From an optimization exercise on the open Yosys and OpenROAD flow, aimed at small area, a short achievable clock period and few clock cycles; shortcuts taken in it are not production practice. Function was checked by simulation only, so behaviour that the tests miss may differ from the original. Power is estimated from default activity; no workload was simulated.

## flow/run.sh

```bash
#!/bin/bash
# synth_recipe.tcl (not shown) runs the flow's synth.tcl, then flattens the netlist and writes it again
# the make line also repeats each setting of config.mk as NAME=value (left out here)
make -C /OpenROAD-flow-scripts/flow DESIGN_CONFIG=/design/flow/config.mk WORK_HOME=/design/flow/orfs CLKGATE_MAP_FILE= SYNTH_SCRIPT=/design/flow/synth_recipe.tcl finish
```

## flow/config.mk

```make
export PLATFORM = sky130hd
export DESIGN_NAME = weight_binner
export DESIGN_NICKNAME = weight_binner
export VERILOG_FILES = /design/flow/design.v
export SDC_FILE = /design/flow/constraint.sdc
export NUM_CORES = 4
export LEC_CHECK = 0
export CAP_MARGIN = 20
export CORE_MARGIN = 2
export CORE_UTILIZATION = 30
export SLEW_MARGIN = 20
export SYNTH_MEMORY_MAX_BITS = 8192
```

## flow/constraint.sdc

```tcl
create_clock -name core_clock -period 8.0 [get_ports {Clk}]
set_input_delay 1.6000 -clock core_clock [delete_from_list [all_inputs] [get_ports {Clk}]]
set_output_delay 1.6000 -clock core_clock [all_outputs]
set_load 0.01 [all_outputs]
```

## flow/design.v

```verilog
`timescale 1ns/1ps
`default_nettype none
package binning_pkg;
  localparam int WEIGHT_W    = 32;   
  localparam int ADDR_W      = 32;
  localparam int LEN_W       = 20;   
  localparam int BIN_FIELD_W = 8;    
  localparam int CNT_FIELD_W = 12;
  typedef enum logic {
    FLUSH_ONE_BIN,
    FLUSH_FINAL
  } flush_kind_e;
  typedef enum logic [2:0] {
    CTRL_IDLE, CTRL_RECEIVE, CTRL_SORT, CTRL_FLUSH_ONE, CTRL_FLUSH_ALL, CTRL_FINISH
  } ctrl_state_e;
  typedef enum logic [2:0] {
    WR_IDLE, WR_REQUEST, WR_WAIT_ACK, WR_SEND_BEATS, WR_WAIT_CMPLT, WR_NEXT_BIN
  } writer_state_e;
  typedef struct packed {
    logic                   valid;
    flush_kind_e            kind;
    logic [BIN_FIELD_W-1:0] bin;
    logic [CNT_FIELD_W-1:0] count;   
  } bin_cmd_t;
  typedef struct packed {
    logic              req;
    logic [ADDR_W-1:0] addr;
    logic [LEN_W-1:0]  len;
  } bus_cmd_t;
  typedef struct packed {
    logic [WEIGHT_W-1:0] data;
    logic                sof_n;
    logic                eof_n;
    logic                src_rdy_n;
  } wr_beat_t;
endpackage
`default_nettype wire
`timescale 1ns/1ps
`default_nettype none
module dual_port_ram #(
  parameter int DEPTH = 64,
  parameter int WIDTH = 32
) (
  input  wire                     Clk,
  input  wire                     wr_en,
  input  wire [$clog2(DEPTH)-1:0] wr_addr,
  input  wire [WIDTH-1:0]         wr_data,
  input  wire                     rd_en,
  input  wire [$clog2(DEPTH)-1:0] rd_addr,
  output logic [WIDTH-1:0]        rd_data
);
  logic [WIDTH-1:0] mem [DEPTH];
  always_ff @(posedge Clk) begin
    if (wr_en) begin
      mem[wr_addr] <= wr_data;
    end
    if (rd_en) begin
      rd_data <= mem[rd_addr];   
    end
  end
endmodule
`default_nettype wire
`timescale 1ns/1ps
`default_nettype none
module weight_buffer #(
  parameter int BLOCK_WEIGHTS = 64
) (
  input  wire                              Clk,
  input  wire                              arst_n,
  input  wire                              rx_enable,
  input  wire                              stream_valid,
  input  wire [binning_pkg::WEIGHT_W-1:0]  stream_data,
  output logic                             stream_ready,
  output logic                             block_received,
  input  wire                              rd_en,
  input  wire [$clog2(BLOCK_WEIGHTS)-1:0]  rd_addr,
  output logic [binning_pkg::WEIGHT_W-1:0] rd_data
);
  localparam int AW = $clog2(BLOCK_WEIGHTS);
  logic          rx_enable_q;
  logic [AW-1:0] wr_ptr;
  logic          accept;
  assign accept = stream_valid && stream_ready;
  always_ff @(posedge Clk or negedge arst_n) begin
    if (!arst_n) begin
      rx_enable_q    <= 1'b0;
      wr_ptr         <= '0;
      stream_ready   <= 1'b0;
      block_received <= 1'b0;
    end else begin
      rx_enable_q    <= rx_enable;
      block_received <= 1'b0;
      if (rx_enable && !rx_enable_q) begin   
        wr_ptr       <= '0;
        stream_ready <= 1'b1;
      end else if (accept) begin
        wr_ptr <= wr_ptr + 1'b1;
        if (wr_ptr == AW'(BLOCK_WEIGHTS - 1)) begin
          stream_ready   <= 1'b0;   
          block_received <= 1'b1;
        end
      end
    end
  end
  dual_port_ram #(
    .DEPTH (BLOCK_WEIGHTS),
    .WIDTH (binning_pkg::WEIGHT_W)
  ) ram_i (
    .Clk     (Clk),
    .wr_en   (accept),
    .wr_addr (wr_ptr),
    .wr_data (stream_data),
    .rd_en   (rd_en),
    .rd_addr (rd_addr),
    .rd_data (rd_data)
  );
endmodule
`default_nettype wire
`timescale 1ns/1ps
`default_nettype none
module bin_sorter #(
  parameter int NUM_BINS      = 16,
  parameter int BIN_DEPTH     = 8,
  parameter int BLOCK_WEIGHTS = 64
) (
  input  wire                                   Clk,
  input  wire                                   arst_n,
  input  wire                                   sort_enable,
  output logic                                  buf_rd_en,
  output logic [$clog2(BLOCK_WEIGHTS)-1:0]      buf_rd_addr,
  input  wire [binning_pkg::WEIGHT_W-1:0]       buf_rd_data,
  input  wire                                   flush_done,
  input  wire                                   final_flush,
  output binning_pkg::bin_cmd_t                 bin_cmd,
  output logic                                  sort_finished,
  input  wire [$clog2(NUM_BINS*BIN_DEPTH)-1:0]  bin_rd_addr,
  output logic [binning_pkg::WEIGHT_W-1:0]      bin_rd_data
);
  localparam int BIN_W  = $clog2(NUM_BINS);
  localparam int CNT_W  = $clog2(BIN_DEPTH + 1);
  localparam int PTR_W  = $clog2(BLOCK_WEIGHTS + 1);
  localparam int BUF_AW = $clog2(BLOCK_WEIGHTS);
  localparam int MEM_AW = $clog2(NUM_BINS * BIN_DEPTH);
  localparam int BF_W   = binning_pkg::BIN_FIELD_W;
  localparam int CF_W   = binning_pkg::CNT_FIELD_W;
  logic [CNT_W-1:0]  bin_cnt [NUM_BINS];   
  logic [PTR_W-1:0]  rd_ptr;
  logic              rd_valid;             
  logic              sort_done;
  logic              all_issued;
  logic [BIN_W:0]    scan_bin;             
  logic [BIN_W-1:0]  w_bin;
  logic [CNT_W-1:0]  w_cnt;
  logic [MEM_AW-1:0] bin_wr_addr;
  assign buf_rd_en = sort_enable && !bin_cmd.valid && !rd_valid &&
                     (rd_ptr < PTR_W'(BLOCK_WEIGHTS));
  assign buf_rd_addr = rd_ptr[BUF_AW-1:0];
  assign w_bin       = buf_rd_data[binning_pkg::WEIGHT_W-1 -: BIN_W];   
  assign w_cnt       = bin_cnt[w_bin];
  assign bin_wr_addr = MEM_AW'(w_bin) * MEM_AW'(BIN_DEPTH) + MEM_AW'(w_cnt);
  always_ff @(posedge Clk or negedge arst_n) begin
    if (!arst_n) begin
      for (int b = 0; b < NUM_BINS; b++) begin
        bin_cnt[b] <= '0;
      end
      rd_ptr        <= '0;
      rd_valid      <= 1'b0;
      sort_done     <= 1'b0;
      sort_finished <= 1'b0;
      all_issued    <= 1'b0;
      scan_bin      <= '0;
      bin_cmd       <= '0;
    end else begin
      rd_valid      <= buf_rd_en;
      sort_finished <= 1'b0;
      if (buf_rd_en) begin
        rd_ptr <= rd_ptr + 1'b1;
      end
      if (rd_valid) begin
        bin_cnt[w_bin] <= w_cnt + 1'b1;
        if (w_cnt == CNT_W'(BIN_DEPTH - 1)) begin   
          bin_cmd.valid <= 1'b1;
          bin_cmd.kind  <= binning_pkg::FLUSH_ONE_BIN;
          bin_cmd.bin   <= BF_W'(w_bin);
          bin_cmd.count <= CF_W'(BIN_DEPTH);
        end
      end
      if (sort_enable && !sort_done && !rd_valid && !bin_cmd.valid &&
          rd_ptr == PTR_W'(BLOCK_WEIGHTS)) begin
        sort_done     <= 1'b1;
        sort_finished <= 1'b1;
      end
      if (flush_done) begin
        bin_cnt[bin_cmd.bin[BIN_W-1:0]] <= '0;
        bin_cmd.valid                   <= 1'b0;
        if (bin_cmd.kind == binning_pkg::FLUSH_FINAL) begin
          scan_bin <= scan_bin + 1'b1;
        end
      end
      if (bin_cmd.valid && bin_cmd.count == '0) begin
        bin_cmd.valid <= 1'b0;   
      end
      if (!final_flush) begin
        all_issued <= 1'b0;
      end else if (!bin_cmd.valid && !all_issued) begin
        if (scan_bin == (BIN_W + 1)'(NUM_BINS)) begin
          bin_cmd.valid <= 1'b1;
          bin_cmd.kind  <= binning_pkg::FLUSH_FINAL;
          bin_cmd.bin   <= '0;
          bin_cmd.count <= '0;
          all_issued <= 1'b1;
          scan_bin   <= '0;
          rd_ptr     <= '0;   
          sort_done  <= 1'b0;
        end else if (bin_cnt[scan_bin[BIN_W-1:0]] != '0) begin
          bin_cmd.valid <= 1'b1;
          bin_cmd.kind  <= binning_pkg::FLUSH_FINAL;
          bin_cmd.bin   <= BF_W'(scan_bin[BIN_W-1:0]);
          bin_cmd.count <= CF_W'(bin_cnt[scan_bin[BIN_W-1:0]]);
        end else begin
          scan_bin <= scan_bin + 1'b1;   
        end
      end
    end
  end
  dual_port_ram #(
    .DEPTH (NUM_BINS * BIN_DEPTH),
    .WIDTH (binning_pkg::WEIGHT_W)
  ) bin_mem_i (
    .Clk     (Clk),
    .wr_en   (rd_valid),
    .wr_addr (bin_wr_addr),
    .wr_data (buf_rd_data),
    .rd_en   (1'b1),
    .rd_addr (bin_rd_addr),
    .rd_data (bin_rd_data)
  );
endmodule
`default_nettype wire
`timescale 1ns/1ps
`default_nettype none
module burst_writer #(
  parameter int                             NUM_BINS         = 16,
  parameter int                             BIN_DEPTH        = 8,
  parameter logic [binning_pkg::ADDR_W-1:0] DRAM_BASE        = 32'h8000_0000,
  parameter int                             BIN_REGION_BYTES = 1024
) (
  input  wire                                   Clk,
  input  wire                                   arst_n,
  input  wire binning_pkg::bin_cmd_t            bin_cmd,
  output logic [$clog2(NUM_BINS*BIN_DEPTH)-1:0] bin_rd_addr,
  input  wire [binning_pkg::WEIGHT_W-1:0]       bin_rd_data,
  output binning_pkg::bus_cmd_t                 bus_cmd,
  output binning_pkg::wr_beat_t                 wr_beat,
  input  wire                                   cmd_ack,
  input  wire                                   cmd_cmplt,
  input  wire                                   dst_rdy_n,
  output logic                                  flush_done,
  output logic                                  all_flushed
);
  localparam int BIN_W  = $clog2(NUM_BINS);
  localparam int CNT_W  = $clog2(BIN_DEPTH + 1);
  localparam int MEM_AW = $clog2(NUM_BINS * BIN_DEPTH);
  localparam int EXT_W  = $clog2(BIN_REGION_BYTES);   
  localparam int AW     = binning_pkg::ADDR_W;
  localparam int LW     = binning_pkg::LEN_W;
  binning_pkg::writer_state_e state;
  logic [BIN_W-1:0] cur_bin;
  logic [CNT_W-1:0] cur_cnt;
  logic [CNT_W-1:0] rd_idx;              
  logic [EXT_W-1:0] ext_cnt [NUM_BINS];
  logic             beat_xfer;
  logic             load_beat;
  logic [AW-1:0]    burst_addr;
  assign beat_xfer = (state == binning_pkg::WR_SEND_BEATS) && !wr_beat.src_rdy_n && !dst_rdy_n;
  assign load_beat = ((state == binning_pkg::WR_WAIT_ACK) && cmd_ack) ||
                     (beat_xfer && wr_beat.eof_n);
  assign bin_rd_addr = MEM_AW'(cur_bin) * MEM_AW'(BIN_DEPTH) +
                       MEM_AW'(load_beat ? rd_idx + 1'b1 : rd_idx);
  assign burst_addr = DRAM_BASE + AW'(cur_bin) * AW'(BIN_REGION_BYTES) +
                      AW'({ext_cnt[cur_bin], 2'b00});
  assign flush_done = (state == binning_pkg::WR_NEXT_BIN);
  always_ff @(posedge Clk or negedge arst_n) begin
    if (!arst_n) begin
      state   <= binning_pkg::WR_IDLE;
      cur_bin <= '0;
      cur_cnt <= '0;
      rd_idx  <= '0;
      for (int b = 0; b < NUM_BINS; b++) begin
        ext_cnt[b] <= '0;
      end
      bus_cmd     <= '0;
      wr_beat.data      <= '0;
      wr_beat.sof_n     <= 1'b1;
      wr_beat.eof_n     <= 1'b1;
      wr_beat.src_rdy_n <= 1'b1;
      all_flushed <= 1'b0;
    end else begin
      all_flushed <= 1'b0;
      if (load_beat) begin
        rd_idx            <= rd_idx + 1'b1;
        wr_beat.data      <= bin_rd_data;
        wr_beat.sof_n     <= (state == binning_pkg::WR_SEND_BEATS);   
        wr_beat.eof_n     <= (rd_idx != cur_cnt - 1'b1);
        wr_beat.src_rdy_n <= 1'b0;
      end
      case (state)
        binning_pkg::WR_IDLE: begin
          rd_idx <= '0;
          if (bin_cmd.valid) begin
            if (bin_cmd.count == '0) begin   
              all_flushed <= 1'b1;
              for (int b = 0; b < NUM_BINS; b++) begin
                ext_cnt[b] <= '0;
              end
            end else begin
              cur_bin <= bin_cmd.bin[BIN_W-1:0];
              cur_cnt <= bin_cmd.count[CNT_W-1:0];
              state   <= binning_pkg::WR_REQUEST;
            end
          end
        end
        binning_pkg::WR_REQUEST: begin
          bus_cmd.req  <= 1'b1;
          bus_cmd.addr <= burst_addr;
          bus_cmd.len  <= LW'({cur_cnt, 2'b00});
          state   <= binning_pkg::WR_WAIT_ACK;
        end
        binning_pkg::WR_WAIT_ACK: begin
          if (cmd_ack) begin
            bus_cmd.req <= 1'b0;
            state       <= binning_pkg::WR_SEND_BEATS;
          end
        end
        binning_pkg::WR_SEND_BEATS: begin
          if (beat_xfer && !wr_beat.eof_n) begin
            wr_beat.sof_n     <= 1'b1;
            wr_beat.eof_n     <= 1'b1;
            wr_beat.src_rdy_n <= 1'b1;
            state             <= binning_pkg::WR_WAIT_CMPLT;
          end
        end
        binning_pkg::WR_WAIT_CMPLT: begin
          if (cmd_cmplt) begin
            ext_cnt[cur_bin] <= ext_cnt[cur_bin] + EXT_W'(cur_cnt);
            state            <= binning_pkg::WR_NEXT_BIN;
          end
        end
        binning_pkg::WR_NEXT_BIN: begin
          state <= binning_pkg::WR_IDLE;
        end
        default: begin
          state <= binning_pkg::WR_IDLE;
        end
      endcase
    end
  end
endmodule
`default_nettype wire
`timescale 1ns/1ps
`default_nettype none
module binning_ctrl (
  input  wire  Clk,
  input  wire  arst_n,
  input  wire  start,
  input  wire  block_received,
  input  wire  sort_finished,
  input  wire  bin_full,         
  input  wire  flush_done,
  input  wire  all_flushed,
  output logic rx_enable,
  output logic sort_enable,
  output logic final_flush,
  output logic done
);
  binning_pkg::ctrl_state_e state;
  binning_pkg::ctrl_state_e state_nxt;
  always_comb begin
    state_nxt = state;
    case (state)
      binning_pkg::CTRL_IDLE: begin
        if (start) begin
          state_nxt = binning_pkg::CTRL_RECEIVE;
        end
      end
      binning_pkg::CTRL_RECEIVE: begin
        if (block_received) begin
          state_nxt = binning_pkg::CTRL_SORT;
        end
      end
      binning_pkg::CTRL_SORT: begin
        if (sort_finished) begin
          state_nxt = binning_pkg::CTRL_FLUSH_ALL;
        end else if (bin_full) begin
          state_nxt = binning_pkg::CTRL_FLUSH_ONE;
        end
      end
      binning_pkg::CTRL_FLUSH_ONE: begin
        if (flush_done) begin
          state_nxt = binning_pkg::CTRL_SORT;   
        end
      end
      binning_pkg::CTRL_FLUSH_ALL: begin
        if (all_flushed) begin
          state_nxt = binning_pkg::CTRL_FINISH;
        end
      end
      default: state_nxt = binning_pkg::CTRL_IDLE;
    endcase
  end
  always_ff @(posedge Clk or negedge arst_n) begin
    if (!arst_n) begin
      state <= binning_pkg::CTRL_IDLE;
    end else begin
      state <= state_nxt;
    end
  end
  assign rx_enable   = (state == binning_pkg::CTRL_RECEIVE);
  assign sort_enable = (state == binning_pkg::CTRL_SORT);
  assign final_flush = (state == binning_pkg::CTRL_FLUSH_ALL);
  assign done        = (state == binning_pkg::CTRL_FINISH);   
endmodule
`default_nettype wire
`timescale 1ns/1ps
`default_nettype none
module weight_binner #(
  parameter int                             NUM_BINS         = 16,   
  parameter int                             BIN_DEPTH        = 8,
  parameter int                             BLOCK_WEIGHTS    = 64,
  parameter logic [binning_pkg::ADDR_W-1:0] DRAM_BASE        = 32'h8000_0000,
  parameter int                             BIN_REGION_BYTES = 1024
) (
  input  wire                             Clk,
  input  wire                             arst_n,
  input  wire                             stream_valid,
  input  wire [binning_pkg::WEIGHT_W-1:0] stream_data,
  output logic                            stream_ready,
  input  wire                             start,
  output logic                            done,
  output logic                            bus_cmd_req,
  output logic [binning_pkg::ADDR_W-1:0]  bus_cmd_addr,
  output logic [binning_pkg::LEN_W-1:0]   bus_cmd_len,
  output logic [binning_pkg::WEIGHT_W-1:0] wr_beat_data,
  output logic                            wr_beat_sof_n,
  output logic                            wr_beat_eof_n,
  output logic                            wr_beat_src_rdy_n,
  input  wire                             cmd_ack,
  input  wire                             cmd_cmplt,
  input  wire                             dst_rdy_n
);
  logic                                   rx_enable;
  logic                                   block_received;
  logic                                   buf_rd_en;
  logic [$clog2(BLOCK_WEIGHTS)-1:0]       buf_rd_addr;
  logic [binning_pkg::WEIGHT_W-1:0]       buf_rd_data;
  logic                                   sort_enable;
  logic                                   sort_finished;
  logic                                   final_flush;
  logic                                   flush_done;
  logic                                   all_flushed;
  binning_pkg::bin_cmd_t                  bin_cmd;
  logic [$clog2(NUM_BINS*BIN_DEPTH)-1:0]  bin_rd_addr;
  logic [binning_pkg::WEIGHT_W-1:0]       bin_rd_data;
  binning_pkg::bus_cmd_t                  bus_cmd;
  binning_pkg::wr_beat_t                  wr_beat;
  assign bus_cmd_req       = bus_cmd.req;
  assign bus_cmd_addr      = bus_cmd.addr;
  assign bus_cmd_len       = bus_cmd.len;
  assign wr_beat_data      = wr_beat.data;
  assign wr_beat_sof_n     = wr_beat.sof_n;
  assign wr_beat_eof_n     = wr_beat.eof_n;
  assign wr_beat_src_rdy_n = wr_beat.src_rdy_n;
  weight_buffer #(
    .BLOCK_WEIGHTS (BLOCK_WEIGHTS)
  ) weight_buffer_i (
    .Clk            (Clk),
    .arst_n         (arst_n),
    .rx_enable      (rx_enable),
    .stream_valid   (stream_valid),
    .stream_data    (stream_data),
    .stream_ready   (stream_ready),
    .block_received (block_received),
    .rd_en          (buf_rd_en),
    .rd_addr        (buf_rd_addr),
    .rd_data        (buf_rd_data)
  );
  bin_sorter #(
    .NUM_BINS      (NUM_BINS),
    .BIN_DEPTH     (BIN_DEPTH),
    .BLOCK_WEIGHTS (BLOCK_WEIGHTS)
  ) bin_sorter_i (
    .Clk           (Clk),
    .arst_n        (arst_n),
    .sort_enable   (sort_enable),
    .buf_rd_en     (buf_rd_en),
    .buf_rd_addr   (buf_rd_addr),
    .buf_rd_data   (buf_rd_data),
    .flush_done    (flush_done),
    .final_flush   (final_flush),
    .bin_cmd       (bin_cmd),
    .sort_finished (sort_finished),
    .bin_rd_addr   (bin_rd_addr),
    .bin_rd_data   (bin_rd_data)
  );
  burst_writer #(
    .NUM_BINS         (NUM_BINS),
    .BIN_DEPTH        (BIN_DEPTH),
    .DRAM_BASE        (DRAM_BASE),
    .BIN_REGION_BYTES (BIN_REGION_BYTES)
  ) burst_writer_i (
    .Clk         (Clk),
    .arst_n      (arst_n),
    .bin_cmd     (bin_cmd),
    .bin_rd_addr (bin_rd_addr),
    .bin_rd_data (bin_rd_data),
    .bus_cmd     (bus_cmd),
    .wr_beat     (wr_beat),
    .cmd_ack     (cmd_ack),
    .cmd_cmplt   (cmd_cmplt),
    .dst_rdy_n   (dst_rdy_n),
    .flush_done  (flush_done),
    .all_flushed (all_flushed)
  );
  binning_ctrl binning_ctrl_i (
    .Clk            (Clk),
    .arst_n         (arst_n),
    .start          (start),
    .block_received (block_received),
    .sort_finished  (sort_finished),
    .bin_full       (bin_cmd.valid && (bin_cmd.kind == binning_pkg::FLUSH_ONE_BIN)),
    .flush_done     (flush_done),
    .all_flushed    (all_flushed),
    .rx_enable      (rx_enable),
    .sort_enable    (sort_enable),
    .final_flush    (final_flush),
    .done           (done)
  );
endmodule
`default_nettype wire
```

==> run summary <==
area by class of cell:
type / count / area share (%)
timing repair buffer: 719 / 2.35
sequential: 6548 / 66.3
antenna: 14 / 0.0119
tap: 11200 / 4.78
clock inverter: 349 / 1.08
inverter: 34 / 0.0464
clock buffer: 842 / 5.97
multi-input combinational: 9114 / 19.5
per-layer routing:
metal,up-vias,part of all wire (%)
met3,1225,8.3
li1,64300,-
met5,-,0.0077
met2,6875,47
met4,10,4.1
met1,77300,41
critical path: cells and delay by family:
kind,cells,cell delay (ns)
fa+ha+maj,2,1.02
buf+inv,3,0.99
simple gates,6,1.57
compound gates,4,1.46
xor+xnor,1,0.89
cell usage in the layout, fill, tap and decap left out, drive strengths merged, types with 23 or more instances in the layout:
cell type      Yosys  final
o21ai            337    337
nand4            489    489
a32oi            251    251
nand4b            46     46
clkbuf           541    842
xnor2             26     26
o22ai             59     59
bufinv             0     34
mux4             508    508
clkinv             0    289
buf              544    658
nand3           1397   1397
dfxtp             32     32
inv               34     48
o221ai            98     98
a22oi             23     23
o211ai            54     54
edfxtp          6176   6176
nand2           4047   4047
nor2             405    405
mux2              26     26
a31oi            228    228
nor3              54     54
dfrtp            337    337
a211oi            62     62
a21oi            170    170
clkdlybuf4s50      0     61
conb               1     34
mux2i            499    499
path summary, 6_finish.rpt:
path	cells past startpoint	startpoint	to
setup reg to reg	13	weight_buffer_i.ram_i.rd_data[28]	bin_sorter_i.bin_mem_i.mem[36][22]
max in group asynchronous	3	arst_n	burst_writer_i.cur_cnt[1]
hold reg to reg	2	burst_writer_i.wr_beat[22]	burst_writer_i.wr_beat[22]
hold / removal	2	burst_writer_i.wr_beat[22]	burst_writer_i.wr_beat[22]
setup / recovery	16	cmd_ack	bin_sorter_i.bin_mem_i.rd_data[16]
min in group asynchronous	1	arst_n	weight_buffer_i.wr_ptr[5]
cells by family (layout without fill, tap and decap cells):
kind of cell	after synthesis	after routing	share of synthesized area, %
simple gates	6596	6596	11.2
flops	6548	6548	76.3
compound gates	1392	1392	3.73
buf+inv	1123	1944	1.97
mux	1033	1033	6.56
xor+xnor	36	36	0.124
fa+ha+maj	23	23	0.122
other cells	1	48	0.00147
flip-flops by register name (all words and copies together) (netlist names), 3 cells and up:
signal,flops
bin_sorter_i.bin_cmd,18
bin_sorter_i.scan_bin,5
burst_writer_i.ext_cnt,160
burst_writer_i.bus_cmd,19
weight_buffer_i.wr_ptr,6
burst_writer_i.rd_idx,4
burst_writer_i.cur_bin,4
bin_sorter_i.bin_mem_i.mem,4096
bin_sorter_i.rd_ptr,7
binning_ctrl_i.state,3
burst_writer_i.wr_beat,35
weight_buffer_i.ram_i.mem,2048
burst_writer_i.state,3
burst_writer_i.cur_cnt,4
bin_sorter_i.bin_cnt,64
weight_buffer_i.ram_i.rd_data,32
bin_sorter_i.bin_mem_i.rd_data,32
through the flow:
stage / hold slack (ns) / total power, W / cell area [µm²]
after global routing: 0.485 / 0.0700 / 294000
after detailed placement: 0.458 / 0.0391 / 273000
final: 0.471 / 0.0683 / 294000
after floorplan: 0.403 / 0.0385 / 255000
after CTS: 0.454 / 0.0687 / 293000
after global placement: 0.450 / 0.0391 / 273000
power groups by stage:
stage | Combinational (W) | Clock [W] | Sequential, W
after floorplan | 0.000337 | 0 | 0.0382
after global placement | 0.000836 | 0 | 0.0382
after detailed placement | 0.000865 | 0 | 0.0382
after CTS | 0.000867 | 0.0303 | 0.0375
after global routing | 0.000919 | 0.0316 | 0.0375
final | 0.000861 | 0.0299 | 0.0375
==> run summary <==
status=timing/DRC/antenna clean; switching share of power=between 20% and 30%; Fillers=approximately 80000; Routed WL=between 700 and 800 mm; commonest cells in the netlist=edfxtp_1 (6176), nand2_1 (4046), nand3_1 (1397), clkbuf_1 (538), mux4_2 (508); CTS tree=built; slew margin rel.=a little over an eighth; met2 Use GR=26.6%; setup TNS=0 ns; Clock power frac=a little over two fifths; worst skew pair latency=1.16 ns; post-CTS setup buffer count=0; async set or reset register ratio after synthesis=5.19%; area grow syn2layout=15.2%; Vias=roughly 150k; I/O Buffers=between 90 and 100; final hold vios=0; DR pass1 iterations=7; core area=around 0.85 mm²; HP Class=reg -> reg; pwr/cell area=approximately 230 mW/mm²; Synth cell types=93; die height=926 µm; io pins=between 100 and 150; layout cells sized above 1=a little over an eighth; vias per inst=5.19; clock skew=about 0.15 ns; Peak Freq=150 MHz; final period utilization=just over 80%; clk buf depth=4; CTS Root Cell=clkbuf_16; drt wl/cell=25.7 µm; busiest layer in global routing=met2; number of synthesized flops with an enable pin=just over 6000; Max VDD drop=~0.29 mV; reg2reg setup slack=about 1.4 ns; Post-Synthesis Mean Instance Area=15.2 µm²; multi-input logic area=about 0.057 mm²; most numerous cell in the Yosys netlist=edfxtp_1; Non-Filler Instances=28800; largest net degree at the start of global routing=between 150 and 200; num rows=between 300 and 400; first-pass GRT wire length=between 1000 and 1500 mm; crit-path cells=clkdlybuf4s50_1, nand4bb_1, o21ai_4, nand4_1, xnor2_1, ha_4, fa_4, nand2_1, or3_1, buf_12, a31oi_1, nand4_1, nand4_1, a2111oi_1, buf_4, o211ai_1; post-synth top area cell=edfxtp_1; Die Span X=~930 µm; Worst Path Required=approximately 9.0 ns; Finished Core Util=a little over a third; met1 Resource Use GR=between 20% and 30%; worst setup margin=between 1 and 1.5 ns; CTS buffer count=656; pre-CTS setup slack=around 0.2 ns; Max Cap Violations=0; Logic pwr share=1.3%; Worst-path clk slew=around 0.060 ns; CP Launch Type=input port; fin crit period=roughly 6.7 ns; Hold Buf Count CTS=0; Slowest-stage cell, CP=a2111oi_1; Starting Density=a little under a third; top-area cell type share of the netlist area=between 70 and 80%; slowest stage delay, CP=~0.98 ns; Final #Nets=between 15000 and 20000; area of the die=0.858 mm²; P_sw=roughly 0.014 W; Synth Flop Type=edfxtp_1; WP data arrival=between 7 and 8 ns; Ys Warns=8; final slew viol count=0; Pint=about 0.054 W; CTS sink cnt=6548; Post-Syn Instances=around 17000; sequential-to-total area share from yosys stat=76.3%; kind of critical path=in -> reg; all-layer global routing usage=16.5%; top cells by area, synth=edfxtp_1 (73%), nand2_1 (6.0%), mux4_2 (4.5%); CTS H-tree depth=6; GR Util met3=under 10%; RSZ-0062 raised after global routing=no; worst slew pin tran=roughly 1.3 ns; Antenna Nets Post-Route=0; P_leak=roughly 95 nW; DRT iter0 DRCs=between 15000 and 20000; Post-Place Cells=~28000; worst-path fanout max=32; vias in the first global route=144000; Final setup violation count=0; Flop pwr share=around 55%; Mapped Area=between 0.2 and 0.3 mm²; quantity of gates resized following cts=0; post-DP HPWL=around 430 mm; drt drc=0; CP most frequent cell=nand4_1; GRT Residual Overflow=0; initial antenna violation count=between 40 and 50; Sequential Area=slightly below 0.2 mm²; CP Capture Type=flop; #FFs+latches synth=~6500; RD Place Congestion=approximately 0.85
Testbench counts, summed over its fixed seeds: cycles 88,155.

==> what the ideal ports hide <==
In the flow no input, the clock included, has a driving cell. The finished layout below was timed again as built, in two steps.
Step 1 assumes that a clkbuf_16 drives the clock port and a buf_2 every other input.
Step 2, shift: input delay + t, output delay - t, t = (earliest + latest rising clock arrival at the registers) / 2. This alone moves slack from input paths to output paths.
Three values: no drivers, after step 1, after step 2; two values: the first two.
t, ns: 1.224
setup WS [ns]: 1.349 / 1.366 / 0.239
latest minus earliest clock arrival (ns): 0.154 / 0.155
After both steps this run still meets setup and hold. The setup slack of this run moves by +0.017 ns with the drivers and by -1.110 ns with both steps.
